Context: an optimization exercise on an open-source flow, tuned for small area, a short achievable clock period and few clock cycles per item. The choices shown serve that exercise and are no tape-out recipe.
In this exercise RTL edits were held to simulation tests only and were not proved equivalent to the original.

==> design.v <==
`timescale 1ns/10ps
module lenet_top (
    input  logic         clk,
    input  logic         rst,
    input  logic         start,
    input  logic         load_en,
    input  logic [2:0]   load_row_idx,
    input  logic [127:0] load_row,
    input  logic         ker_wr_en,
    input  logic [19:0]  ker_wr,
    input  logic [1:0]   rd_row_idx,
    output logic [47:0]  rd_row,
    output logic         busy,
    output logic         done
);
    logic [127:0] img [8];
    logic [7:0]   row_nar;           
    logic [15:0]  ker [9];
    logic [15:0]  bias;
    logic [47:0]  res [3];           
    function automatic logic pix_narrow(input logic [15:0] p);
        pix_narrow = (p[15:10] == 6'h00) || (p[15:10] == 6'h3f);
    endfunction
    function automatic logic w_narrow(input logic [15:0] w);
        w_narrow = (w[15:7] == 9'h000) || (w[15:7] == 9'h1ff);
    endfunction
    logic load_nar;
    always_comb
    begin
        load_nar = 1'b1;
        for (int c = 0; c < 8; c++)
            if (!pix_narrow(load_row[16*c +: 16]))
                load_nar = 1'b0;
    end
    for (genvar j = 0; j < 8; j++)
    begin : g_img
        always_ff @(posedge clk)
        begin
            if (load_en && load_row_idx == 3'(j))
            begin
                img[j]     <= load_row;
                row_nar[j] <= load_nar;
            end
        end
    end
    for (genvar t = 0; t < 9; t++)
    begin : g_ker
        always_ff @(posedge clk)
        begin
            if (ker_wr_en && ker_wr[19:16] == 4'(t))
                ker[t] <= ker_wr[15:0];
        end
    end
    always_ff @(posedge clk)
    begin
        if (ker_wr_en && ker_wr[19:16] == 4'd9)
            bias <= ker_wr[15:0];
    end
    logic [2:0] krow_nar;
    for (genvar r = 0; r < 3; r++)
    begin : g_knar
        assign krow_nar[r] = w_narrow(ker[3*r]) && w_narrow(ker[3*r+1]) && w_narrow(ker[3*r+2]);
    end
    logic       wq_img;
    logic [2:0] wq_idx;
    logic       wq_ker;
    always_ff @(posedge clk)
    begin
        wq_img <= load_en;
        wq_idx <= load_row_idx;
        wq_ker <= ker_wr_en && (ker_wr[19:16] <= 4'd9);
    end
    logic busy_r;
    logic done_r;
    logic start_acc;
    logic go;                
    logic [2:0] fc;          
    logic       f2_ok;
    logic [2:0] he_row;      
    logic       v1, v2, v3, v4;
    logic [2:0] row1, row2, row3, row4;
    assign start_acc = start && !busy_r;
    assign go        = busy_r || start_acc;
    always_ff @(posedge clk)
    begin
        if (rst)
        begin
            busy_r <= 1'b0;
            done_r <= 1'b0;
        end
        else
        begin
            if (start_acc)
                busy_r <= 1'b1;
            else if (done_r)
                busy_r <= 1'b0;
            done_r <= busy_r && !done_r && (fc == 3'd6 || (f2_ok && row4 == 3'd5));
        end
    end
    assign busy = busy_r;
    assign done = done_r;
    logic [2:0] cr;
    logic [1:0] rr;
    logic       pa;
    logic       pb;
    logic       park;
    logic [2:0] rsel;
    logic       pw;
    logic       ww;
    logic       issue;
    logic       p_first;
    logic       p_last;
    assign rsel    = cr + 3'(rr);
    assign pw      = !row_nar[rsel];
    assign ww      = !krow_nar[rr];
    assign issue   = (cr != 3'd6) && (!park || go);
    assign p_first = (rr == 2'd0) && !pa && !pb;
    assign p_last  = (rr == 2'd2) && (pa == pw) && (pb == ww);
    logic       first1, first2;
    logic       last1, last2;
    logic [1:0] sh1, sh2;
    logic       rb;
    logic [2:0] tgt;
    logic       rb_w;
    logic [2:0] tgt_w;
    logic       rb_park;
    logic       issued_any;
    assign issued_any = (cr != 3'd0) || (rr != 2'd0) || pa || pb;
    always_comb
    begin
        logic [2:0] lo;
        logic [2:0] d;
        rb_w  = 1'b0;
        tgt_w = 3'd7;
        d     = 3'd0;
        lo    = (wq_idx < 3'd2) ? 3'd0 : wq_idx - 3'd2;
        if (wq_img)
        begin
            if (lo < cr)
            begin
                rb_w  = 1'b1;
                tgt_w = lo;
            end
            else if (cr <= wq_idx && cr != 3'd6)
            begin
                d = wq_idx - cr;   
                if (d < 3'(rr) || (d == 3'(rr) && (pa || pb)))
                begin
                    rb_w  = 1'b1;
                    tgt_w = cr;
                end
            end
        end
        if (wq_ker && issued_any)
        begin
            rb_w  = 1'b1;
            tgt_w = 3'd0;
        end
    end
    assign rb_park = v4 && row4[0] && !go;
    always_comb
    begin
        logic [2:0] t;
        t  = tgt_w;
        if (rb_park && row4 < t)
            t = row4;
        rb = rb_w || rb_park;
        if (t[0] && fc >= t && he_row != t - 3'd1)
            t = t - 3'd1;
        tgt = t;
    end
    always_ff @(posedge clk)
    begin
        if (rst)
        begin
            cr   <= 3'd0;
            rr   <= 2'd0;
            pa   <= 1'b0;
            pb   <= 1'b0;
            park <= 1'b0;
        end
        else
        begin
            if (rb)
            begin
                cr <= tgt;
                rr <= 2'd0;
                pa <= 1'b0;
                pb <= 1'b0;
            end
            else if (issue)
            begin
                if (pb != ww)
                    pb <= 1'b1;
                else
                begin
                    pb <= 1'b0;
                    if (pa != pw)
                        pa <= 1'b1;
                    else
                    begin
                        pa <= 1'b0;
                        if (rr == 2'd2)
                        begin
                            rr <= 2'd0;
                            cr <= cr + 3'd1;
                        end
                        else
                            rr <= rr + 2'd1;
                    end
                end
            end
            if (rb_w || go)
                park <= 1'b0;
            else if (rb_park)
                park <= 1'b1;
        end
    end
    logic [127:0] rrow;
    logic [10:0]  opa_n [8];
    logic [15:0]  kw    [3];
    logic [8:0]   kx    [3];
    logic [10:0]  opa   [8];
    logic [2:0]   b_one [3][4];
    logic [2:0]   b_two [3][4];
    logic [2:0]   b_neg [3][4];
    logic [1:0]   neg3;
    assign rrow = img[rsel];
    for (genvar c = 0; c < 8; c++)
    begin : g_opa
        logic [15:0] p;
        assign p = rrow[16*c +: 16];
        always_comb
        begin
            if (!pw)
                opa_n[c] = p[10:0];
            else if (!pa)
                opa_n[c] = {3'b000, p[7:0]};
            else
                opa_n[c] = {{3{p[15]}}, p[15:8]};
        end
    end
    logic [3:0] b1_n [3];
    logic [3:0] b2_n [3];
    logic [3:0] bn_n [3];
    for (genvar c = 0; c < 3; c++)
    begin : g_booth
        always_comb
        begin
            case (rr)
                2'd0:    kw[c] = ker[c];
                2'd1:    kw[c] = ker[3 + c];
                default: kw[c] = ker[6 + c];
            endcase
            kx[c] = pb ? kw[c][15:7] : {kw[c][7:0], 1'b0};
            for (int k = 0; k < 4; k++)
            begin
                logic x2, x1, x0;
                x2 = kx[c][2*k+2];
                x1 = kx[c][2*k+1];
                x0 = kx[c][2*k];
                b1_n[c][k] = x1 ^ x0;
                b2_n[c][k] = (x2 && !x1 && !x0) || (!x2 && x1 && x0);
                bn_n[c][k] = x2 && !(x1 && x0);
            end
        end
    end
    logic [10:0] opa_r [8];
    logic [3:0]  b1_r [3];
    logic [3:0]  b2_r [3];
    logic [3:0]  bn_r [3];
    logic [1:0]  n3_r;
    always_ff @(posedge clk)
    begin
        for (int c = 0; c < 8; c++)
            opa_r[c] <= opa_n[c];
        for (int c = 0; c < 3; c++)
        begin
            b1_r[c] <= b1_n[c];
            b2_r[c] <= b2_n[c];
            bn_r[c] <= bn_n[c];
        end
        n3_r <= 2'(bn_n[0][3]) + 2'(bn_n[1][3]) + 2'(bn_n[2][3]);
        row1   <= cr;
        first1 <= p_first;
        last1  <= p_last;
        sh1    <= 2'(pa) + 2'(pb);
    end
    always_ff @(posedge clk)
    begin
        if (rst)
            v1 <= 1'b0;
        else
            v1 <= issue && !rb;
    end
    localparam logic [35:0] KCONST = 36'hFFFF80800;
    logic [35:0] ss_n [6];
    logic [35:0] sc_n [6];
    for (genvar l = 0; l < 6; l++)
    begin : g_mstage
        logic [35:0] rows [13];
        for (genvar c = 0; c < 3; c++)
        begin : g_prod
            logic [10:0] a;
            assign a = opa_r[l + c];
            for (genvar k = 0; k < 4; k++)
            begin : g_dig
                logic [11:0] m;
                logic [11:0] v;
                assign m = ({12{b1_r[c][k]}} & {a[10], a}) | ({12{b2_r[c][k]}} & {a, 1'b0});
                assign v = m ^ {12{bn_r[c][k]}};
                if (k == 0)
                begin : g_r0
                    assign rows[4*c+k] = 36'({~v[11], v[10:0]});
                end
                else
                begin : g_rk
                    assign rows[4*c+k] = (36'({~v[11], v[10:0]}) << (2*k)) | (36'(bn_r[c][k-1]) << (2*k-2));
                end
            end
        end
        assign rows[12] = KCONST | (36'(n3_r) << 6);
        logic [35:0] t1 [9];
        logic [35:0] t2 [6];
        logic [35:0] t3 [4];
        logic [35:0] t4 [3];
        for (genvar g = 0; g < 4; g++)
        begin : g_l1
            assign t1[2*g]   = rows[3*g] ^ rows[3*g+1] ^ rows[3*g+2];
            assign t1[2*g+1] = ((rows[3*g] & rows[3*g+1]) | (rows[3*g] & rows[3*g+2]) | (rows[3*g+1] & rows[3*g+2])) << 1;
        end
        assign t1[8] = rows[12];
        for (genvar g = 0; g < 3; g++)
        begin : g_l2
            assign t2[2*g]   = t1[3*g] ^ t1[3*g+1] ^ t1[3*g+2];
            assign t2[2*g+1] = ((t1[3*g] & t1[3*g+1]) | (t1[3*g] & t1[3*g+2]) | (t1[3*g+1] & t1[3*g+2])) << 1;
        end
        for (genvar g = 0; g < 2; g++)
        begin : g_l3
            assign t3[2*g]   = t2[3*g] ^ t2[3*g+1] ^ t2[3*g+2];
            assign t3[2*g+1] = ((t2[3*g] & t2[3*g+1]) | (t2[3*g] & t2[3*g+2]) | (t2[3*g+1] & t2[3*g+2])) << 1;
        end
        assign t4[0] = t3[0] ^ t3[1] ^ t3[2];
        assign t4[1] = ((t3[0] & t3[1]) | (t3[0] & t3[2]) | (t3[1] & t3[2])) << 1;
        assign t4[2] = t3[3];
        assign ss_n[l] = t4[0] ^ t4[1] ^ t4[2];
        assign sc_n[l] = ((t4[0] & t4[1]) | (t4[0] & t4[2]) | (t4[1] & t4[2])) << 1;
    end
    logic [35:0] ss_r [6];
    logic [35:0] sc_r [6];
    always_ff @(posedge clk)
    begin
        for (int l = 0; l < 6; l++)
        begin
            ss_r[l] <= ss_n[l];
            sc_r[l] <= sc_n[l];
        end
        row2   <= row1;
        first2 <= first1;
        last2  <= last1;
        sh2    <= sh1;
    end
    always_ff @(posedge clk)
    begin
        if (rst)
            v2 <= 1'b0;
        else
            v2 <= v1 && !(rb && row1 >= tgt);
    end
    logic [35:0] acc [6];
    logic [35:0] bias_sc;
    assign bias_sc = {{12{bias[15]}}, bias, 8'h00};
    always_ff @(posedge clk)
    begin
        if (v2)
        begin
            for (int l = 0; l < 6; l++)
            begin
                logic [35:0] base;
                logic [35:0] xs;
                logic [35:0] xc;
                base = first2 ? bias_sc : acc[l];
                case (sh2)
                    2'd0:    begin xs = ss_r[l];        xc = sc_r[l];        end
                    2'd1:    begin xs = ss_r[l] << 8;   xc = sc_r[l] << 8;   end
                    default: begin xs = ss_r[l] << 16;  xc = sc_r[l] << 16;  end
                endcase
                acc[l] <= base + xs + xc;
            end
        end
        row3 <= row2;
    end
    always_ff @(posedge clk)
    begin
        if (rst)
            v3 <= 1'b0;
        else
            v3 <= v2 && last2 && !(rb && row2 >= tgt);
    end
    function automatic logic [15:0] sat_conv(input logic [35:0] a);
        if (a[35:23] == 13'h0000 || a[35:23] == 13'h1fff)
            sat_conv = a[23:8];
        else
            sat_conv = a[35] ? 16'h8000 : 16'h7fff;
    endfunction
    function automatic logic [15:0] smax(input logic signed [15:0] a, input logic signed [15:0] b);
        smax = (a > b) ? a : b;
    endfunction
    logic [47:0] h4;
    always_ff @(posedge clk)
    begin
        for (int c = 0; c < 3; c++)
            h4[16*c +: 16] <= smax(sat_conv(acc[2*c]), sat_conv(acc[2*c+1]));
        row4 <= row3;
    end
    always_ff @(posedge clk)
    begin
        if (rst)
            v4 <= 1'b0;
        else
            v4 <= v3 && !(rb && row3 >= tgt);
    end
    logic [47:0] h_even;
    assign f2_ok = v4 && !(rb && row4 >= tgt);
    always_ff @(posedge clk)
    begin
        if (f2_ok && !row4[0])
        begin
            h_even <= h4;
            he_row <= row4;
        end
        for (int p = 0; p < 3; p++)
            if (f2_ok && row4[0] && row4[2:1] == 2'(p))
                for (int c = 0; c < 3; c++)
                    res[p][16*c +: 16] <= smax(h_even[16*c +: 16], h4[16*c +: 16]);
    end
    always_ff @(posedge clk)
    begin
        if (rst)
            fc <= 3'd0;
        else if (rb && fc > tgt)
            fc <= tgt;
        else if (f2_ok)
            fc <= row4 + 3'd1;
    end
    always_ff @(posedge clk)
    begin
        case (rd_row_idx)
            2'd0:    rd_row <= res[0];
            2'd1:    rd_row <= res[1];
            default: rd_row <= res[2];
        endcase
    end
endmodule
==> run.sh <==
#!/bin/bash
# synth_recipe.tcl (not shown) runs the flow's synth.tcl, then flattens the netlist and writes it again
# the make line also repeats each setting of config.mk as NAME=value (left out here)
make -C /OpenROAD-flow-scripts/flow DESIGN_CONFIG=/design/flow/config.mk WORK_HOME=/design/flow/orfs CLKGATE_MAP_FILE= SYNTH_SCRIPT=/design/flow/synth_recipe.tcl finish
==> config.mk <==
export PLATFORM = sky130hd
export DESIGN_NAME = lenet_top
export DESIGN_NICKNAME = lenet_top
export VERILOG_FILES = /design/flow/design.v
export SDC_FILE = /design/flow/constraint.sdc
export NUM_CORES = 4
export LEC_CHECK = 0
export CAP_MARGIN = 20
export CORE_MARGIN = 2
export CORE_UTILIZATION = 40
export SLEW_MARGIN = 20
==> constraint.sdc <==
create_clock -name core_clock -period 11.0 [get_ports {clk}]
set_input_delay 2.2000 -clock core_clock [delete_from_list [all_inputs] [get_ports {clk}]]
set_output_delay 2.2000 -clock core_clock [all_outputs]
set_load 0.01 [all_outputs]
==> impl_metrics.tcl, run 1 <==
set metrics [dict create \
    outcome "no timing/DRC/antenna violations" \
    grt_max_degree 111 \
    cpPeakStageDelay_ps 550 \
    ys_warn_count 49 \
    timing.fmax_ghz 0.125 \
    r2r_slack_ps 2990 \
    clkLatencyLatePin_ps 950 \
    cts_tree "yes" \
    hold_buffers 0 \
    netlist_instances 11900 \
    final_max_slew_viol_count 0 \
    synth-seq-cells 2089 \
    htree_levels 4 \
    cts_setup_buffers 0 \
    grt_first_pass_wirelength_um 621000 \
    worst_ep_arrival_time_ps 8490 \
    clock-sinks 2089 \
    crit_top_cell "ha_1" \
    slew_headroom_pct 16.1 \
    min_path_cells 0 \
    worst_r2r_endpoint "res[2][12]" \
    dp.cells 15900 \
    postPlaceCellArea_um2 140000 \
    cap_viol_max_count 0 \
    die_w_um 581 \
    crit_fanout 48 \
    drive_above_1_share_pct 8.07 \
    setup_slack_ps 2990 \
    critPathKind "reg2reg" \
    hp-class "reg2reg" \
    core_area_um2 331000 \
    fin_crit_sh_pct 72.8 \
    gr-total-overflow 0 \
    synthesis.nets 13600 \
    vias 93500 \
    layout.nets 13400 \
    multiInputGateArea_um2 67400 \
    antenna_found_initial 55 \
    io_pins 208 \
    r2r_cells 29 \
    port_buffers 207 \
    root_buffer "clkbuf_16" \
    wl_per_cell_um 25.7 \
    whs_endpoint "first2" \
    hp-start "first1" \
    dr.pass1.iters 6 \
    setup_tns_ps 0 \
    min_period_ps 8010 \
    ys.flop_type "edfxtp_1" \
    dpl_worst_slack_ps 2690 \
    drt_iter0_markers 10200 \
    final_common_cell "edfxtp_1" \
    rr_startpoint "cr[0]" \
    wl_um 420000 \
    dieArea_um2 338000 \
    cp.required_ps 11480 \
    yosysSeqAreaShare_pct 43.4 \
    rsz0062_at_grt "false" \
    holdWs_ps 333 \
    gp_congestion 0.941 \
    finalClockSkew_ps 119 \
    cts_buffer_depth 4 \
    grt_pass1_vias 95200 \
    num_rows 211 \
    die_h_um 581 \
    grt.total_usage_pct 24.3 \
    drc 0 \
    final_cell_mix "edfxtp_1 (1603), inv_1 (1372), nand2_1 (959), fa_1 (896), a22oi_1 (736)" \
    cts_made_buffers 225 \
    hold_violations 0 \
    cp-end-kind "flop" \
    setup_violations 0 \
    tightest_slew_ps 1260 \
    synth_edf_count 1603 \
    syn-cell-area_um2 133000 \
    yosysUniqueCellTypes 90 \
    fillers 30500 \
    post_cts_resize_count 0 \
    dpl.hpwl_um 279000 \
    finalNonFillerCells 16300 \
    ant_nets 0 \
    final_area_um2 147000 \
    routed_via_density 5.73 \
    register_area_um2 58000 \
    start_util_pct 40.3 \
    cpMaxStageDelayCell "buf_4" \
    utilization_pct 44.5 \
    syn_area_per_cell_um2 11.2 \
    critPathLaunchType "flop" \
    async_flop_share_pct 0 \
    syn_to_final_growth_pct 10.6 \
    path_clk_slew_ps 60 \
]
## worst max-delay path by stage
| stage | from | to | slack [ps] | depth (start not counted) |
|---|---|---|---|---|
| CTS | cr[0] | res[2][7] | 2870 | 29 |
| global route | cr[0] | res[2][15] | 2470 | 29 |
| detailed placement | start | res[2][7] | 2690 | 20 |
| global placement | start | res[2][7] | 2570 | 20 |
| floorplan | pb | res[2][0] | 1110 | 27 |
| finish | cr[0] | res[2][12] | 2990 | 29 |
## logic make-up after synthesis
kind of cell,share of synthesized area [%]
adders and majority gates,19.5
AOI/OAI and AO/OA,12.2
and+or+nand+nor,7.13
DFF,43.4
muxes,4.55
buffers and inverters,6.20
xor gates and xnor gates,6.99
## registers in the layout, indices dropped and copies added (netlist names), 8 cells and up
name and cells:
acc 216, b1_r 12, b2_r 12, bias 16, bn_r 12, h4 48, h_even 48, img 1024
ker 144, opa_r 88, rd_row 48, res 144, row_nar 8, sc_r 108, ss_r 114
## worst max-delay path, delay by kind of cell (launching register included)
family,cells,cell delay (ps)
mux,2,600
flops,1,520
simple gates,10,2280
compound gates,8,1470
buf+inv,2,610
xor+xnor,1,130
fa+ha+maj,6,1890
## cell type report
type | instances | share of cell area, %
timing repair buffer | 396 | 2.41
clock buffer | 298 | 4.33
clock inverter | 127 | 0.976
multi-input combinational | 7651 | 45.7
tap | 4366 | 3.71
sequential | 2089 | 39.3
antenna | 14 | 0.0238
inverter | 1378 | 3.52
## synth_stat cells (30+ instances only)
cell type	n	area share, %
a211oi_1	36	0.20
a21o_1	114	0.64
a21oi_1	544	2.0
a221oi_1	41	0.27
a22oi_1	736	4.1
a311oi_1	45	0.30
a31o_2	37	0.24
a31oi_1	65	0.31
and2_1	54	0.25
and3_1	65	0.31
buf_1	141	0.40
clkbuf_1	646	1.8
dfxtp_1	486	7.3
edfxtp_1	1603	36
fa_1	897	13
ha_1	641	6.0
inv_1	1375	3.9
mux2_2	152	1.3
mux2i_1	244	1.8
mux4_2	85	1.4
nand2_1	961	2.7
nand2b_1	56	0.26
nand3_1	123	0.46
nand4_1	71	0.33
nor2_1	456	1.3
nor2b_1	63	0.30
nor3_1	140	0.53
nor4_1	35	0.16
o211ai_1	35	0.20
o21a_1	70	0.39
o21ai_0	437	1.6
o21bai_1	42	0.24
o221ai_1	39	0.26
o22ai_1	30	0.14
xnor2_1	696	4.6
xor2_1	368	2.4
## routing by layer
metal	vias up	GRT usage, %	wire length, µm	part of all wire (%)
met5	-	0	264	0.063
met2	4601	37.9	185000	44
li1	41100	-	-	-
met4	42	8.37	16000	3.8
met1	46800	33.3	177000	42
met3	921	5.48	40800	9.7
Testbench counts, summed over its fixed seeds: cycles 2,552, images 96.
==> run 2: changes to the inputs <==
--- a/design.v
+++ b/design.v
@@ -71,15 +71,20 @@
         wq_ker <= ker_wr_en && (ker_wr[19:16] <= 4'd9);
     end
-    logic busy_r;
-    logic done_r;
-    logic start_acc;
-    logic go;                
+    logic       busy_r;
+    logic       done_r;
+    logic       start_acc;
     logic [2:0] fc;          
-    logic       f2_ok;
     logic [2:0] he_row;      
     logic       v1, v2, v3, v4;
     logic [2:0] row1, row2, row3, row4;
+    logic       rbq;         
+    logic [2:0] tgt_q;       
+    logic       pk;          
+    logic       fl;          
+    logic       f2_we;
     assign start_acc = start && !busy_r;
-    assign go        = busy_r || start_acc;
+    assign pk    = v4 && row4[0] && !busy_r && !rbq;
+    assign fl    = rbq || pk;
+    assign f2_we = v4 && !rbq && (!row4[0] || busy_r);
     always_ff @(posedge clk)
     begin
@@ -95,5 +100,5 @@
             else if (done_r)
                 busy_r <= 1'b0;
-            done_r <= busy_r && !done_r && (fc == 3'd6 || (f2_ok && row4 == 3'd5));
+            done_r <= busy_r && !done_r && !rbq && (fc == 3'd6 || (f2_we && row4 == 3'd5));
         end
     end
@@ -104,6 +109,6 @@
     logic       pa;
     logic       pb;
+    logic [2:0] rs;          
     logic       park;
-    logic [2:0] rsel;
     logic       pw;
     logic       ww;
@@ -111,8 +116,7 @@
     logic       p_first;
     logic       p_last;
-    assign rsel    = cr + 3'(rr);
-    assign pw      = !row_nar[rsel];
+    assign pw      = !row_nar[rs];
     assign ww      = !krow_nar[rr];
-    assign issue   = (cr != 3'd6) && (!park || go);
+    assign issue   = (cr != 3'd6) && (!park || busy_r);
     assign p_first = (rr == 2'd0) && !pa && !pb;
     assign p_last  = (rr == 2'd2) && (pa == pw) && (pb == ww);
@@ -120,53 +124,54 @@
     logic       last1, last2;
     logic [1:0] sh1, sh2;
-    logic       rb;
-    logic [2:0] tgt;
-    logic       rb_w;
-    logic [2:0] tgt_w;
-    logic       rb_park;
-    logic       issued_any;
-    assign issued_any = (cr != 3'd0) || (rr != 2'd0) || pa || pb;
+    logic       rb_n;
+    logic [2:0] tgt_n;
+    logic [2:0] cr_e;
+    logic [1:0] rr_e;
+    logic       pab_e;
+    logic [2:0] fc_e;
+    assign cr_e  = rbq ? tgt_q : (pk ? row4 : cr);
+    assign rr_e  = fl ? 2'd0 : rr;
+    assign pab_e = !fl && (pa || pb);
+    assign fc_e  = rbq ? tgt_q : fc;
     always_comb
     begin
         logic [2:0] lo;
         logic [2:0] d;
-        rb_w  = 1'b0;
-        tgt_w = 3'd7;
-        d     = 3'd0;
-        lo    = (wq_idx < 3'd2) ? 3'd0 : wq_idx - 3'd2;
+        logic [2:0] t;
+        rb_n = 1'b0;
+        t    = 3'd7;
+        d    = wq_idx - cr_e;   
+        lo   = (wq_idx < 3'd2) ? 3'd0 : wq_idx - 3'd2;
         if (wq_img)
         begin
-            if (lo < cr)
+            if (lo < cr_e)
             begin
-                rb_w  = 1'b1;
-                tgt_w = lo;
+                rb_n = 1'b1;
+                t    = lo;
             end
-            else if (cr <= wq_idx && cr != 3'd6)
+            else if (cr_e <= wq_idx && cr_e != 3'd6 && (d < 3'(rr_e) || (d == 3'(rr_e) && pab_e)))
             begin
-                d = wq_idx - cr;   
-                if (d < 3'(rr) || (d == 3'(rr) && (pa || pb)))
-                begin
-                    rb_w  = 1'b1;
-                    tgt_w = cr;
-                end
+                rb_n = 1'b1;
+                t    = cr_e;
             end
         end
-        if (wq_ker && issued_any)
+        if (wq_ker && (cr_e != 3'd0 || rr_e != 2'd0 || pab_e))
         begin
-            rb_w  = 1'b1;
-            tgt_w = 3'd0;
+            rb_n = 1'b1;
+            t    = 3'd0;
         end
+        if (fc_e < t)
+            t = fc_e;
+        if (t[0] && fc_e > t)
+            t = t - 3'd1;
+        tgt_n = t;
     end
-    assign rb_park = v4 && row4[0] && !go;
-    always_comb
+    always_ff @(posedge clk)
     begin
-        logic [2:0] t;
-        t  = tgt_w;
-        if (rb_park && row4 < t)
-            t = row4;
-        rb = rb_w || rb_park;
-        if (t[0] && fc >= t && he_row != t - 3'd1)
-            t = t - 3'd1;
-        tgt = t;
+        if (rst)
+            rbq <= 1'b0;
+        else
+            rbq <= rb_n;
+        tgt_q <= tgt_n;
     end
     always_ff @(posedge clk)
@@ -178,11 +183,13 @@
             pa   <= 1'b0;
             pb   <= 1'b0;
+            rs   <= 3'd0;
             park <= 1'b0;
         end
         else
         begin
-            if (rb)
+            if (fl)
             begin
-                cr <= tgt;
+                cr <= rbq ? tgt_q : row4;
+                rs <= rbq ? tgt_q : row4;
                 rr <= 2'd0;
                 pa <= 1'b0;
@@ -205,13 +212,17 @@
                             rr <= 2'd0;
                             cr <= cr + 3'd1;
+                            rs <= rs - 3'd1;
                         end
                         else
+                        begin
                             rr <= rr + 2'd1;
+                            rs <= rs + 3'd1;
+                        end
                     end
                 end
             end
-            if (rb_w || go)
+            if (rbq || busy_r)
                 park <= 1'b0;
-            else if (rb_park)
+            else if (pk)
                 park <= 1'b1;
         end
@@ -226,5 +237,5 @@
     logic [2:0]   b_neg [3][4];
     logic [1:0]   neg3;
-    assign rrow = img[rsel];
+    assign rrow = img[rs];
     for (genvar c = 0; c < 8; c++)
     begin : g_opa
@@ -292,5 +303,5 @@
             v1 <= 1'b0;
         else
-            v1 <= issue && !rb;
+            v1 <= issue && !fl;
     end
     localparam logic [35:0] KCONST = 36'hFFFF80800;
@@ -366,5 +377,5 @@
             v2 <= 1'b0;
         else
-            v2 <= v1 && !(rb && row1 >= tgt);
+            v2 <= v1 && !fl;
     end
     logic [35:0] acc [6];
@@ -373,5 +384,4 @@
     always_ff @(posedge clk)
     begin
-        if (v2)
         begin
             for (int l = 0; l < 6; l++)
@@ -396,5 +406,5 @@
             v3 <= 1'b0;
         else
-            v3 <= v2 && last2 && !(rb && row2 >= tgt);
+            v3 <= v2 && last2 && !fl;
     end
     function automatic logic [15:0] sat_conv(input logic [35:0] a);
@@ -419,11 +429,10 @@
             v4 <= 1'b0;
         else
-            v4 <= v3 && !(rb && row3 >= tgt);
+            v4 <= v3 && !fl;
     end
     logic [47:0] h_even;
-    assign f2_ok = v4 && !(rb && row4 >= tgt);
     always_ff @(posedge clk)
     begin
-        if (f2_ok && !row4[0])
+        if (f2_we && !row4[0])
         begin
             h_even <= h4;
@@ -431,5 +440,5 @@
         end
         for (int p = 0; p < 3; p++)
-            if (f2_ok && row4[0] && row4[2:1] == 2'(p))
+            if (f2_we && row4[0] && row4[2:1] == 2'(p))
                 for (int c = 0; c < 3; c++)
                     res[p][16*c +: 16] <= smax(h_even[16*c +: 16], h4[16*c +: 16]);
@@ -439,7 +448,7 @@
         if (rst)
             fc <= 3'd0;
-        else if (rb && fc > tgt)
-            fc <= tgt;
-        else if (f2_ok)
+        else if (rbq)
+            fc <= tgt_q;
+        else if (f2_we)
             fc <= row4 + 3'd1;
     end
--- a/config.mk
+++ b/config.mk
@@ -9,3 +9,4 @@
 export CORE_MARGIN = 2
 export CORE_UTILIZATION = 40
+export SETUP_SLACK_MARGIN = 5
 export SLEW_MARGIN = 20
==> run 2 against run 1 <==
Compared with the run above: critical path depth shrank 15; utilization is essentially flat; sequential cell count grew 4; design area shrank 3.9%; critical path type unchanged; highest routed layer unchanged.
==> impl_metrics.tcl, run 2 <==
set metrics [dict create \
    setup_violations 0 \
    yosysTopAreaCell "edfxtp_1" \
    synth_compound_area_share_pct 12.8 \
    final_cell_mix "edfxtp_1 (1384), inv_1 (1368), fa_1 (896), a22oi_1 (885), nand2_1 (808)" \
    fin_crit_sh_pct 51.4 \
    grt_first_pass_wirelength_um 606000 \
    synth-seq-cells 2093 \
    finalClockSkew_ps 105 \
    synthesis.nets 13000 \
    cts_tree "yes" \
    routed_via_density 5.78 \
    top_regs "img x1024, acc x216" \
    drc 0 \
    utilization_pct 44.5 \
    core_area_um2 318000 \
    layout.nets 12800 \
    finalNonFillerCells 15500 \
    yosys.area.top_type_share_pct 32.5 \
    grt.total_usage_pct 24.9 \
    hp-class "reg2reg" \
    dpl_worst_slack_ps 5320 \
    clkLatencyLatePin_ps 950 \
    slew_headroom_pct 9.45 \
    cpPeakStageDelay_ps 860 \
    setup_slack_ps 5350 \
    largest_register "img" \
    start_util_pct 40.2 \
    drive_above_1_share_pct 8.42 \
    ys_warn_count 49 \
    htree_levels 4 \
    synthSimpleGateAreaFrac_pct 6.01 \
    dpl.hpwl_um 276000 \
    wl_per_cell_um 26.5 \
    grt_pass1_vias 91300 \
    port_buffers 207 \
    final_common_cell "edfxtp_1" \
    dp.cells 15100 \
    antenna_found_initial 66 \
    rsz0062_at_grt "false" \
    cts_buffer_depth 4 \
    yosysSeqAreaShare_pct 43.6 \
    synth_edf_count 1384 \
    path_clk_slew_ps 60 \
    hold_violations 0 \
    clock-sinks 2093 \
    ant_nets 0 \
    setup_tns_ps 0 \
    dr.pass1.iters 7 \
    synthAdderAreaFrac_pct 20.2 \
    worst_ep_arrival_time_ps 6450 \
    worstPathCellList "buf_12, nor2b_1, a22o_1, fa_1, ha_1, and4_1, and2_1, o31a_1, a211oi_1, a211oi_1, a22o_1, a41oi_1, nor2b_1, xnor2_1" \
    timing.fmax_ghz 0.177 \
    yosysMostFrequentCell "edfxtp_1" \
    num_rows 207 \
    gp_congestion 0.941 \
    synthMuxAreaShare_pct 3.81 \
    synthTopCellsByArea "edfxtp_1 (32%), fa_1 (14%), dfxtp_1 (11%)" \
    synth_xor_xnor_area_share_pct 7.26 \
    critPathLaunchType "flop" \
    drt_iter0_markers 9333 \
    die_w_um 570 \
    syn-cell-area_um2 128000 \
    io_pins 208 \
    final_max_slew_viol_count 0 \
    crit_fanout 150 \
    netlist_instances 11300 \
    wl_um 412000 \
    gr-total-overflow 0 \
    cpMaxStageDelayCell "dfxtp_4" \
    outcome "no timing/DRC/antenna violations" \
    min_period_ps 5650 \
    fillers 29200 \
    async_flop_share_pct 0 \
    worstPathBufferInverterCount 1 \
    hold_buffers 0 \
    largest_reg_flops 1024 \
    syn_to_final_growth_pct 10.7 \
    grt_max_degree 205 \
    post_cts_resize_count 0 \
    tightest_slew_ps 1360 \
    synthTopCellsByCount "edfxtp_1 (1384), inv_1 (1370), fa_1 (896)" \
    cp.required_ps 11800 \
    ys.flop_type "edfxtp_1" \
    critPathKind "reg2reg" \
    die_h_um 570 \
    synth_top_family_by_area "adder cells" \
    cap_viol_max_count 0 \
    yosysUniqueCellTypes 87 \
    cts_setup_buffers 0 \
    crit_family "compound AO/OA/AOI/OAI gates" \
    root_buffer "clkbuf_16" \
    dieArea_um2 324000 \
    vias 89800 \
    cp-end-kind "flop" \
    cts_made_buffers 229 \
    syn_area_per_cell_um2 11.3 \
]
run 2: changes by cell type after synthesis, sizes merged, moves of 135 or more:
cell    previous run  this run
dfxtp            486       709
edfxtp          1603      1384
nor2             456       292
nand2            961       810
a22oi            736       885
a21oi            544       409
run 2: cell families after synthesis:
group	after synthesis
AO/OA/AOI/OAI	2388
adder cells (fa/ha/maj)	1527
XOR/XNOR	1060
AND/OR/NAND/NOR	1682
buffers and inverters	2145
multiplexers	429
flip-flops	2093
run 2: worst paths after layout:
path	from	endpoint	slack, ps	cells past startpoint
worst max-delay path	sh2[0]	acc[2][32]	5350	14
worst min-delay path	sh1[1]	sh2[1]	320	0
worst max register to register	sh2[0]	acc[2][32]	5350	14
worst min register to register	sh1[1]	sh2[1]	320	0
run 2: through the flow:
stage,cell area [µm²],hold WS [ps]
final,142000,324
after global routing,142000,334
after CTS,142000,326
after detailed placement,134000,312
after global placement,134000,311
after floorplan,128000,310
run 2: area by class of cell:
type | instances | area [µm²] | share of cell area (%)
timing repair buffer | 373 | 3420 | 2.42
sequential | 2093 | 55900 | 39.5
clock inverter | 136 | 1330 | 0.941
tap | 4180 | 5230 | 3.69
multi-input combinational | 7086 | 64300 | 45.4
inverter | 1371 | 5150 | 3.64
clock buffer | 292 | 6240 | 4.41
antenna | 11 | 27.5 | 0.0194
run 2: per-layer routing:
metal	global-route usage [%]	up-vias	part of all wire, %
li1	-	39100	-
met1	33.4	45100	41
met2	39.4	4509	45
met3	5.90	930	10
met4	8.81	60	3.9
met5	0	-	0.091
Testbench counts of run 2, summed over its fixed seeds: cycles 2,664, images 96.
==> run 3: changes to the inputs <==
--- a/design.v
+++ b/design.v
@@ -76,15 +76,15 @@
     logic [2:0] fc;          
     logic [2:0] he_row;      
-    logic       v1, v2, v3, v4;
-    logic [2:0] row1, row2, row3, row4;
-    logic       rbq;         
-    logic [2:0] tgt_q;       
+    logic       v1, v2, v3;
+    logic [2:0] row1, row2, row3;
+    logic       rb;          
+    logic [2:0] tgt;         
     logic       pk;          
     logic       fl;          
-    logic       f2_we;
+    logic       f_we;
     assign start_acc = start && !busy_r;
-    assign pk    = v4 && row4[0] && !busy_r && !rbq;
-    assign fl    = rbq || pk;
-    assign f2_we = v4 && !rbq && (!row4[0] || busy_r);
+    assign pk    = v3 && row3[0] && !busy_r && !rb;
+    assign fl    = rb || pk;
+    assign f_we = v3 && !rb && (!row3[0] || busy_r);
     always_ff @(posedge clk)
     begin
@@ -100,5 +100,5 @@
             else if (done_r)
                 busy_r <= 1'b0;
-            done_r <= busy_r && !done_r && !rbq && (fc == 3'd6 || (f2_we && row4 == 3'd5));
+            done_r <= busy_r && !done_r && (fc == 3'd6 || (v2 && last2 && row2 == 3'd5 && !fl));
         end
     end
@@ -124,14 +124,4 @@
     logic       last1, last2;
     logic [1:0] sh1, sh2;
-    logic       rb_n;
-    logic [2:0] tgt_n;
-    logic [2:0] cr_e;
-    logic [1:0] rr_e;
-    logic       pab_e;
-    logic [2:0] fc_e;
-    assign cr_e  = rbq ? tgt_q : (pk ? row4 : cr);
-    assign rr_e  = fl ? 2'd0 : rr;
-    assign pab_e = !fl && (pa || pb);
-    assign fc_e  = rbq ? tgt_q : fc;
     always_comb
     begin
@@ -139,39 +129,31 @@
         logic [2:0] d;
         logic [2:0] t;
-        rb_n = 1'b0;
-        t    = 3'd7;
-        d    = wq_idx - cr_e;   
-        lo   = (wq_idx < 3'd2) ? 3'd0 : wq_idx - 3'd2;
+        rb = 1'b0;
+        t  = 3'd7;
+        d  = wq_idx - cr;   
+        lo = (wq_idx < 3'd2) ? 3'd0 : wq_idx - 3'd2;
         if (wq_img)
         begin
-            if (lo < cr_e)
+            if (lo < cr)
             begin
-                rb_n = 1'b1;
-                t    = lo;
+                rb = 1'b1;
+                t  = lo;
             end
-            else if (cr_e <= wq_idx && cr_e != 3'd6 && (d < 3'(rr_e) || (d == 3'(rr_e) && pab_e)))
+            else if (cr <= wq_idx && cr != 3'd6 && (d < 3'(rr) || (d == 3'(rr) && (pa || pb))))
             begin
-                rb_n = 1'b1;
-                t    = cr_e;
+                rb = 1'b1;
+                t  = cr;
             end
         end
-        if (wq_ker && (cr_e != 3'd0 || rr_e != 2'd0 || pab_e))
+        if (wq_ker && (cr != 3'd0 || rr != 2'd0 || pa || pb))
         begin
-            rb_n = 1'b1;
-            t    = 3'd0;
+            rb = 1'b1;
+            t  = 3'd0;
         end
-        if (fc_e < t)
-            t = fc_e;
-        if (t[0] && fc_e > t)
+        if (fc < t)
+            t = fc;
+        if (t[0] && fc > t)
             t = t - 3'd1;
-        tgt_n = t;
-    end
-    always_ff @(posedge clk)
-    begin
-        if (rst)
-            rbq <= 1'b0;
-        else
-            rbq <= rb_n;
-        tgt_q <= tgt_n;
+        tgt = t;
     end
     always_ff @(posedge clk)
@@ -190,6 +172,6 @@
             if (fl)
             begin
-                cr <= rbq ? tgt_q : row4;
-                rs <= rbq ? tgt_q : row4;
+                cr <= rb ? tgt : row3;
+                rs <= rb ? tgt : row3;
                 rr <= 2'd0;
                 pa <= 1'b0;
@@ -222,5 +204,5 @@
                 end
             end
-            if (rbq || busy_r)
+            if (rb || busy_r)
                 park <= 1'b0;
             else if (pk)
@@ -417,30 +399,27 @@
         smax = (a > b) ? a : b;
     endfunction
-    logic [47:0] h4;
-    always_ff @(posedge clk)
+    logic [47:0] h_even;
+    logic [47:0] hrow;
+    always_comb
     begin
         for (int c = 0; c < 3; c++)
-            h4[16*c +: 16] <= smax(sat_conv(acc[2*c]), sat_conv(acc[2*c+1]));
-        row4 <= row3;
+            hrow[16*c +: 16] = smax(sat_conv(acc[2*c]), sat_conv(acc[2*c+1]));
     end
-    always_ff @(posedge clk)
+    logic [47:0] prow;
+    always_comb
     begin
-        if (rst)
-            v4 <= 1'b0;
-        else
-            v4 <= v3 && !fl;
+        for (int c = 0; c < 3; c++)
+            prow[16*c +: 16] = smax(h_even[16*c +: 16], hrow[16*c +: 16]);
     end
-    logic [47:0] h_even;
     always_ff @(posedge clk)
     begin
-        if (f2_we && !row4[0])
+        if (f_we && !row3[0])
         begin
-            h_even <= h4;
-            he_row <= row4;
+            h_even <= hrow;
+            he_row <= row3;
         end
         for (int p = 0; p < 3; p++)
-            if (f2_we && row4[0] && row4[2:1] == 2'(p))
-                for (int c = 0; c < 3; c++)
-                    res[p][16*c +: 16] <= smax(h_even[16*c +: 16], h4[16*c +: 16]);
+            if (f_we && row3[0] && row3[2:1] == 2'(p))
+                res[p] <= prow;
     end
     always_ff @(posedge clk)
@@ -448,16 +427,19 @@
         if (rst)
             fc <= 3'd0;
-        else if (rbq)
-            fc <= tgt_q;
-        else if (f2_we)
-            fc <= row4 + 3'd1;
+        else if (rb)
+            fc <= tgt;
+        else if (f_we)
+            fc <= row3 + 3'd1;
     end
     always_ff @(posedge clk)
     begin
-        case (rd_row_idx)
-            2'd0:    rd_row <= res[0];
-            2'd1:    rd_row <= res[1];
-            default: rd_row <= res[2];
-        endcase
+        if (f_we && row3[0] && row3[2:1] == rd_row_idx)
+            rd_row <= prow;
+        else
+            case (rd_row_idx)
+                2'd0:    rd_row <= res[0];
+                2'd1:    rd_row <= res[1];
+                default: rd_row <= res[2];
+            endcase
     end
 endmodule
==> run 3 against run 2 <==
Compared with the run above: non-clock buffer count up 55; worst hold slack got worse by 13 ps; die area about the same; critical path depth increased by 15; critical path type unchanged; largest cell class unchanged.
==> impl_metrics.tcl, run 3 <==
set metrics [dict create \
    drive_above_1_share_pct 9.39 \
    final_common_cell "edfxtp_1" \
    grt_max_degree 165 \
    rr_startpoint "acc[5][24]" \
    yosysMostFrequentCell "edfxtp_1" \
    clkLatencyLatePin_ps 910 \
    clock-sinks 2037 \
    r2r_slack_ps 5160 \
    cts_made_buffers 224 \
    min_path_cells 0 \
    crit_fanout 7 \
    cp-end-kind "flop" \
    grt_pass1_vias 92100 \
    critPathKind "reg2reg" \
    antenna_found_initial 50 \
    top_regs "img x1024, acc x216" \
    r2r_cells 29 \
    cts_buffer_depth 4 \
    utilization_pct 44.7 \
    io_pins 208 \
    whs_endpoint "row2[1]" \
    gp_congestion 0.936 \
    syn_to_final_growth_pct 11.3 \
    final_max_slew_viol_count 0 \
    synth_edf_count 1384 \
    dieArea_um2 324000 \
    setup_tns_ps 0 \
    fillers 29200 \
    largest_register "img" \
    ys.flop_type "edfxtp_1" \
    netlist_instances 11400 \
    yosysSeqAreaShare_pct 42.7 \
    tightest_slew_ps 1250 \
    slew_headroom_pct 16.0 \
    die_w_um 569 \
    min_period_ps 5840 \
    dpl.hpwl_um 271000 \
    syn-cell-area_um2 128000 \
    finalClockSkew_ps 95.5 \
    num_rows 207 \
    outcome "no timing/DRC/antenna violations" \
    timing.fmax_ghz 0.171 \
    critPathLaunchType "flop" \
    layout.nets 13000 \
    port_buffers 207 \
    cts_tree "yes" \
    hp-start "row1[1]" \
    worst_ep_arrival_time_ps 6410 \
    routed_via_density 5.79 \
    yosysTopAreaCell "edfxtp_1" \
    htree_levels 4 \
    cp.required_ps 11570 \
    hold_violations 0 \
    start_util_pct 40.2 \
    syn_area_per_cell_um2 11.2 \
    dr.pass1.iters 9 \
    worst_r2r_endpoint "res[0][41]" \
    wl_um 411000 \
    ys_warn_count 49 \
    cpMaxStageDelayCell "o31ai_4" \
    rsz0062_at_grt "true" \
    final_cell_mix "edfxtp_1 (1384), inv_1 (1376), fa_1 (896), a22oi_1 (862), nand2_1 (824)" \
    synth-seq-cells 2037 \
    setup_violations 0 \
    drt_iter0_markers 10300 \
    cpPeakStageDelay_ps 350 \
    drc 0 \
    yosysUniqueCellTypes 111 \
    die_h_um 569 \
    synthTopCellsByArea "edfxtp_1 (33%), fa_1 (14%), dfxtp_1 (10%)" \
    fin_crit_sh_pct 53.1 \
    path_clk_slew_ps 60 \
    hp-class "reg2reg" \
    root_buffer "clkbuf_16" \
    wl_per_cell_um 26.2 \
    yosys.area.top_type_share_pct 32.5 \
    grt.total_usage_pct 24.9 \
    ant_nets 0 \
    core_area_um2 318000 \
    hold_buffers 0 \
    cap_viol_max_count 0 \
    gr-total-overflow 0 \
    vias 90600 \
    largest_reg_flops 1024 \
    synthesis.nets 13100 \
    grt_first_pass_wirelength_um 607000 \
    synthTopCellsByCount "edfxtp_1 (1384), inv_1 (1378), fa_1 (896)" \
    async_flop_share_pct 0 \
]
## run 3: cell types whose count changed after synthesis, sizes merged, moves of 18 or more
cell,before,now
dfxtp,709,653
a21oi,409,438
mux2,264,292
nor2,292,320
xnor2,698,674
a22oi,885,862
o21ai,429,407
xor2,362,384
a21o,123,143
nand2,810,828
nand3,84,102
o221ai,2,20
## run 3: worst max-delay path by stage
stage / start / end / depth (start not counted)
5_1_grt: acc[1][31] / rd_row[15] / 29
6_report: acc[5][24] / res[0][41] / 29
3_3_place_gp: acc[5][35] / res[0][45] / 28
4_1_cts: acc[0][27] / rd_row[15] / 28
2_1_floorplan: load_row_idx[2] / img[0][0] / 2
3_5_place_dp: acc[5][35] / res[2][45] / 26
## run 3: layout make-up
class	count	area [µm²]	share of cell area, %
Timing Repair Buffer	428	3960	2.78
Sequential cell	2037	54700	38.5
Inverter	1387	5210	3.66
Multi-Input combinational cell	7198	65600	46.1
Clock buffer	279	6070	4.26
Antenna cell	14	35.0	0.0246
Tap cell	4180	5230	3.68
Clock inverter	129	1420	0.997
## run 3: critical path: cells and delay by family (launching register included)
kind	cells	cell delay, ps
compound gates	11	2020
simple gates	7	1010
fa+ha+maj	2	490
xor+xnor	1	220
flops	1	340
mux	2	630
buf+inv	6	770
## run 3: cells by family after synthesis
kind of cell	after synthesis	share of synthesized area [%]
compound gates	2401	13.0
mux	474	4.20
fa+ha+maj	1528	20.2
flops	2037	42.7
buf+inv	2159	6.38
xor+xnor	1058	7.25
simple gates	1735	6.19
## run 3: per-layer routing
layer	vias to the layer above	GRT usage [%]	wire length, µm
li1	39500	-	-
met1	45600	34.3	172000
met2	4571	38.9	183000
met3	857	5.60	42200
met4	50	7.75	13700
met5	-	0	324
## run 3: stage by stage
step	std cells	worst slack (ps)	cell area, µm²	hold slack (ps)
after global routing	15600	4890	142000	311
after global placement	15200	3580	134000	312
after detailed placement	15200	3770	134000	312
after CTS	15600	5000	142000	305
final	15700	5160	142000	311
after floorplan	11400	4930	128000	310
## run 3: what timing repair did
action                     4_1_cts  5_1_grt
buffers inserted                 9       34
gates cloned                     1        4
pin swaps                        2       19
resized for setup               16       67
setup endpoints to repair      192      212
Testbench counts of run 3, summed over its fixed seeds: cycles 2,360, images 96.
==> run 4: changes to the inputs <==
--- a/design.v
+++ b/design.v
@@ -76,6 +76,6 @@
     logic [2:0] fc;          
     logic [2:0] he_row;      
-    logic       v1, v2, v3;
-    logic [2:0] row1, row2, row3;
+    logic       v1, v2, v3, v4;
+    logic [2:0] row1, row2, row3, row4;
     logic       rb;          
     logic [2:0] tgt;         
@@ -84,7 +84,7 @@
     logic       f_we;
     assign start_acc = start && !busy_r;
-    assign pk    = v3 && row3[0] && !busy_r && !rb;
+    assign pk    = v4 && row4[0] && !busy_r && !rb;
     assign fl    = rb || pk;
-    assign f_we = v3 && !rb && (!row3[0] || busy_r);
+    assign f_we = v4 && !rb && (!row4[0] || busy_r);
     always_ff @(posedge clk)
     begin
@@ -100,5 +100,5 @@
             else if (done_r)
                 busy_r <= 1'b0;
-            done_r <= busy_r && !done_r && (fc == 3'd6 || (v2 && last2 && row2 == 3'd5 && !fl));
+            done_r <= busy_r && !done_r && (fc == 3'd6 || (v3 && row3 == 3'd5 && !fl));
         end
     end
@@ -123,5 +123,6 @@
     logic       first1, first2;
     logic       last1, last2;
-    logic [1:0] sh1, sh2;
+    logic [1:0] sh1;
+    logic [2:0] sh2 [6];     
     always_comb
     begin
@@ -172,6 +173,6 @@
             if (fl)
             begin
-                cr <= rb ? tgt : row3;
-                rs <= rb ? tgt : row3;
+                cr <= rb ? tgt : row4;
+                rs <= rb ? tgt : row4;
                 rr <= 2'd0;
                 pa <= 1'b0;
@@ -352,5 +353,6 @@
         first2 <= first1;
         last2  <= last1;
-        sh2    <= sh1;
+        for (int l = 0; l < 6; l++)
+            sh2[l] <= {sh1 == 2'd2, sh1 == 2'd1, sh1 == 2'd0};
     end
     always_ff @(posedge clk)
@@ -373,9 +375,6 @@
                 logic [35:0] xc;
                 base = first2 ? bias_sc : acc[l];
-                case (sh2)
-                    2'd0:    begin xs = ss_r[l];        xc = sc_r[l];        end
-                    2'd1:    begin xs = ss_r[l] << 8;   xc = sc_r[l] << 8;   end
-                    default: begin xs = ss_r[l] << 16;  xc = sc_r[l] << 16;  end
-                endcase
+                xs = ({36{sh2[l][0]}} & ss_r[l]) | ({36{sh2[l][1]}} & (ss_r[l] << 8)) | ({36{sh2[l][2]}} & (ss_r[l] << 16));
+                xc = ({36{sh2[l][0]}} & sc_r[l]) | ({36{sh2[l][1]}} & (sc_r[l] << 8)) | ({36{sh2[l][2]}} & (sc_r[l] << 16));
                 acc[l] <= base + xs + xc;
             end
@@ -396,29 +395,52 @@
             sat_conv = a[35] ? 16'h8000 : 16'h7fff;
     endfunction
-    function automatic logic [15:0] smax(input logic signed [15:0] a, input logic signed [15:0] b);
-        smax = (a > b) ? a : b;
+    function automatic logic sgt(input logic [15:0] a, input logic [15:0] b);
+        logic [15:0] ua, ub;
+        logic [15:0] g, e;
+        ua = {~a[15], a[14:0]};
+        ub = {~b[15], b[14:0]};
+        g  = ua & ~ub;
+        e  = ~(ua ^ ub);
+        for (int w = 1; w < 16; w = 2 * w)
+            for (int i = 0; i < 16; i = i + 2 * w)
+            begin
+                g[i] = g[i + w] | (e[i + w] & g[i]);
+                e[i] = e[i + w] & e[i];
+            end
+        sgt = g[0];
     endfunction
-    logic [47:0] h_even;
-    logic [47:0] hrow;
-    always_comb
+    function automatic logic [15:0] smax(input logic [15:0] a, input logic [15:0] b);
+        smax = sgt(a, b) ? a : b;
+    endfunction
+    logic [47:0] h4;
+    always_ff @(posedge clk)
     begin
         for (int c = 0; c < 3; c++)
-            hrow[16*c +: 16] = smax(sat_conv(acc[2*c]), sat_conv(acc[2*c+1]));
+            h4[16*c +: 16] <= smax(sat_conv(acc[2*c]), sat_conv(acc[2*c+1]));
+        row4 <= row3;
     end
+    always_ff @(posedge clk)
+    begin
+        if (rst)
+            v4 <= 1'b0;
+        else
+            v4 <= v3 && !fl;
+    end
+    logic [47:0] h_even;
     logic [47:0] prow;
     always_comb
     begin
         for (int c = 0; c < 3; c++)
-            prow[16*c +: 16] = smax(h_even[16*c +: 16], hrow[16*c +: 16]);
+            prow[16*c +: 16] = smax(h_even[16*c +: 16], h4[16*c +: 16]);
     end
     always_ff @(posedge clk)
     begin
-        if (f_we && !row3[0])
+        if (f_we && !row4[0])
         begin
-            h_even <= hrow;
-            he_row <= row3;
+            h_even <= h4;
+            he_row <= row4;
         end
         for (int p = 0; p < 3; p++)
-            if (f_we && row3[0] && row3[2:1] == 2'(p))
+            if (f_we && row4[0] && row4[2:1] == 2'(p))
                 res[p] <= prow;
     end
@@ -430,9 +452,9 @@
             fc <= tgt;
         else if (f_we)
-            fc <= row3 + 3'd1;
+            fc <= row4 + 3'd1;
     end
     always_ff @(posedge clk)
     begin
-        if (f_we && row3[0] && row3[2:1] == rd_row_idx)
+        if (f_we && row4[0] && row4[2:1] == rd_row_idx)
             rd_row <= prow;
         else
==> run 4 against run 3 <==
Compared with the run above: sequential share of layout area increased by 0.98 points; area after synthesis about the same; critical path type unchanged; first-iteration DRC count increased by 5.5%; global-route usage increased by 0.51 points; worst setup slack improved by 170 ps; die area about the same.
==> impl_metrics.tcl, run 4 <==
set metrics [dict create \
    final_cell_mix "edfxtp_1 (1384), inv_1 (1337), a22oi_1 (898), fa_1 (896), xnor2_1 (686)" \
    die_w_um 569 \
    cts_tree "yes" \
    cp-startpoint "first2" \
    ys.flop_type "edfxtp_1" \
    outcome "no timing/DRC/antenna violations" \
    worstPathBufferInverterCount 4 \
    layout.nets 12700 \
    min_path_cells 0 \
    io_pins 208 \
    rr_startpoint "first2" \
    hold_violations 0 \
    post_cts_resize_count 0 \
    synthTopCellsByCount "edfxtp_1 (1384), inv_1 (1338), a22oi_1 (898)" \
    cpPeakStageDelay_ps 740 \
    num_rows 207 \
    grt_max_degree 150 \
    grt.total_usage_pct 25.4 \
    syn_to_final_growth_pct 10.6 \
    crit_family "compound AO/OA/AOI/OAI gates" \
    cap_viol_max_count 0 \
    dpl.hpwl_um 281000 \
    whs_endpoint "row3[2]" \
    critPathKind "reg2reg" \
    clkLatencyLatePin_ps 950 \
    synth-seq-cells 2090 \
    syn-cell-area_um2 128000 \
    rsz0062_at_grt "false" \
    cts_buffer_depth 4 \
    cp.required_ps 11720 \
    multiInputGateArea_um2 64400 \
    final_max_slew_viol_count 0 \
    setup_tns_ps 0 \
    antenna_found_initial 62 \
    ys_warn_count 50 \
    r2r_slack_ps 5330 \
    largest_reg_flops 1024 \
    final_common_cell "edfxtp_1" \
    setup_violations 0 \
    largest_register "img" \
    yosysUniqueCellTypes 92 \
    grt_first_pass_wirelength_um 614000 \
    die_h_um 569 \
    path_clk_slew_ps 60 \
    port_buffers 207 \
    r2r_cells 17 \
    syn_area_per_cell_um2 11.4 \
    finalClockSkew_ps 133 \
    vias 90400 \
    hp-class "reg2reg" \
    crit_fanout 55 \
    routed_via_density 5.87 \
    synth_edf_count 1384 \
    top_regs "img x1024, acc x216" \
    cp-end-kind "flop" \
    worst_ep_arrival_time_ps 6390 \
    yosys.area.top_type_share_pct 32.5 \
    hp-start "row2[2]" \
    min_period_ps 5670 \
    timing.fmax_ghz 0.176 \
    core_area_um2 318000 \
    yosysSeqAreaShare_pct 43.6 \
    ant_nets 0 \
    drt_iter0_markers 10900 \
    worstPathCellList "buf_4, inv_4, buf_4, nand2_1, fa_1, inv_1, fa_1, a21oi_1, o21ai_1, a2111oi_0, or3_1, o21ai_1, a21oi_1, a41o_1, o21bai_1, mux2i_1, nand4_1" \
    gr-total-overflow 0 \
    root_buffer "clkbuf_16" \
    tightest_slew_ps 1230 \
    worst_r2r_endpoint "acc[4][35]" \
    register_area_um2 55800 \
    async_flop_share_pct 0 \
    synthTopCellsByArea "edfxtp_1 (32%), fa_1 (14%), dfxtp_1 (11%)" \
    drc 0 \
    cts_setup_buffers 0 \
    htree_levels 4 \
    gp_congestion 0.930 \
    fillers 29000 \
    drive_above_1_share_pct 7.52 \
    slew_headroom_pct 17.6 \
    cpMaxStageDelayCell "a2111oi_0" \
    dr.pass1.iters 10 \
    yosysTopAreaCell "edfxtp_1" \
    clock-sinks 2090 \
    critPathLaunchType "flop" \
    hold_buffers 0 \
    fin_crit_sh_pct 51.5 \
    grt_pass1_vias 91400 \
    yosysMostFrequentCell "edfxtp_1" \
    synthesis.nets 12900 \
    cts_made_buffers 227 \
    netlist_instances 11200 \
    dieArea_um2 324000 \
    wl_per_cell_um 27.2 \
    wl_um 420000 \
    start_util_pct 40.2 \
]
-- run 4: changes by cell type in the layout (fill, tap and decap cells not counted), moves of 41 or more --
cell / before / now
nand2_1: 824 / 657
nor2_1: 308 / 163
mux2_2: 265 / 163
o21ai_1: 29 / 120
a22o_1: 14 / 83
dfxtp_1: 603 / 647
buf_4: 199 / 158
mux2_1: 15 / 56
-- run 4: worst max path at each step --
stage | to | slack (ps) | cells past startpoint
floorplan | res[2][0] | 4700 | 12
global placement | acc[4][35] | 5370 | 17
detailed placement | acc[4][35] | 5430 | 17
CTS | acc[4][35] | 5410 | 17
global route | acc[4][35] | 5020 | 17
finish | acc[4][35] | 5330 | 17
-- run 4: area by class of cell --
type / count / share of cell area (%)
well taps: 4180 / 3.70
clock inverters: 118 / 0.868
flip-flops and latches: 2090 / 39.4
diodes: 25 / 0.0442
clock buffers: 294 / 4.42
inverters: 1340 / 3.56
multi-input cells: 6975 / 45.5
repair buffers: 375 / 2.44
-- run 4: cells by family after synthesis --
family	count (synthesis)	synth area share, %
AOI/OAI and AO/OA	2578	14.0
xor gates and xnor gates	1061	7.27
adders and majority gates	1522	20.2
buffers and inverters	2120	6.27
DFF	2090	43.6
muxes	374	3.37
and+or+nand+nor	1440	5.37
-- run 4: layer usage --
layer / vias to the layer above / part of all wire (%) / routed length (µm) / track usage [%]
met4: 60 / 3.7 / 15300 / 8.59
met3: 918 / 11 / 46800 / 6.31
met2: 4836 / 45 / 188000 / 40.0
li1: 39100 / - / - / -
met1: 45500 / 40 / 169000 / 34.0
met5: - / 0.094 / 396 / 0
-- run 4: per-stage QoR --
| stage | utilization (%) | hold WS [ps] | cells | worst slack [ps] | instance area, µm² |
|---|---|---|---|---|---|
| after floorplan | - | 310 | 11200 | 4700 | 128000 |
| after global placement | 42.1 | 312 | 15000 | 5370 | 134000 |
| after detailed placement | 42.1 | 315 | 15000 | 5430 | 134000 |
| after CTS | 44.4 | 326 | 15400 | 5410 | 141000 |
| after global routing | 44.5 | 333 | 15400 | 5020 | 141000 |
| final | 44.5 | 323 | 15400 | 5330 | 141000 |
Testbench counts of run 4, summed over its fixed seeds: cycles 2,456, images 96.

==> static timing again, ports no longer ideal <==
How much do the figures lean on ideal ports? The routed layouts below were timed once more, with nothing changed but the port constraints.
Step 1 (the two cells are an assumption about what drives the block):
set clk [get_ports {clk}]
set_driving_cell -lib_cell sky130_fd_sc_hd__clkbuf_16 $clk
set_driving_cell -lib_cell sky130_fd_sc_hd__buf_2 [delete_from_list [all_inputs] $clk]
Step 2 adds t to the input delays and takes it off the output delays; t is the mean of the earliest and latest rising clock arrival at the registers after step 1. Input paths then give back, and output paths get back, about the clock's delay inside the block.
Three values: no drivers, after step 1, after step 2; two values: the first two.
| run | t, ns | setup WS [ns] | hold slack, ns |
|---|---|---|---|
| run 1 | 1.005 | 2.988 / 2.988 / 2.692 | 0.333 / 0.333 / 0.333 |
| run 2 | 0.992 | 5.347 / 5.347 / 5.347 | 0.324 / 0.324 / 0.324 |
| run 3 | 1.006 | 5.160 / 5.160 / 5.160 | 0.311 / 0.311 / 0.311 |
| run 4 | 0.983 | 5.331 / 5.331 / 5.331 | 0.323 / 0.323 / 0.323 |
After both steps every run listed still meets setup and hold. The setup slack of run 1, which loses most, moves by 0.000 ns with the drivers and by -0.296 ns with both steps.
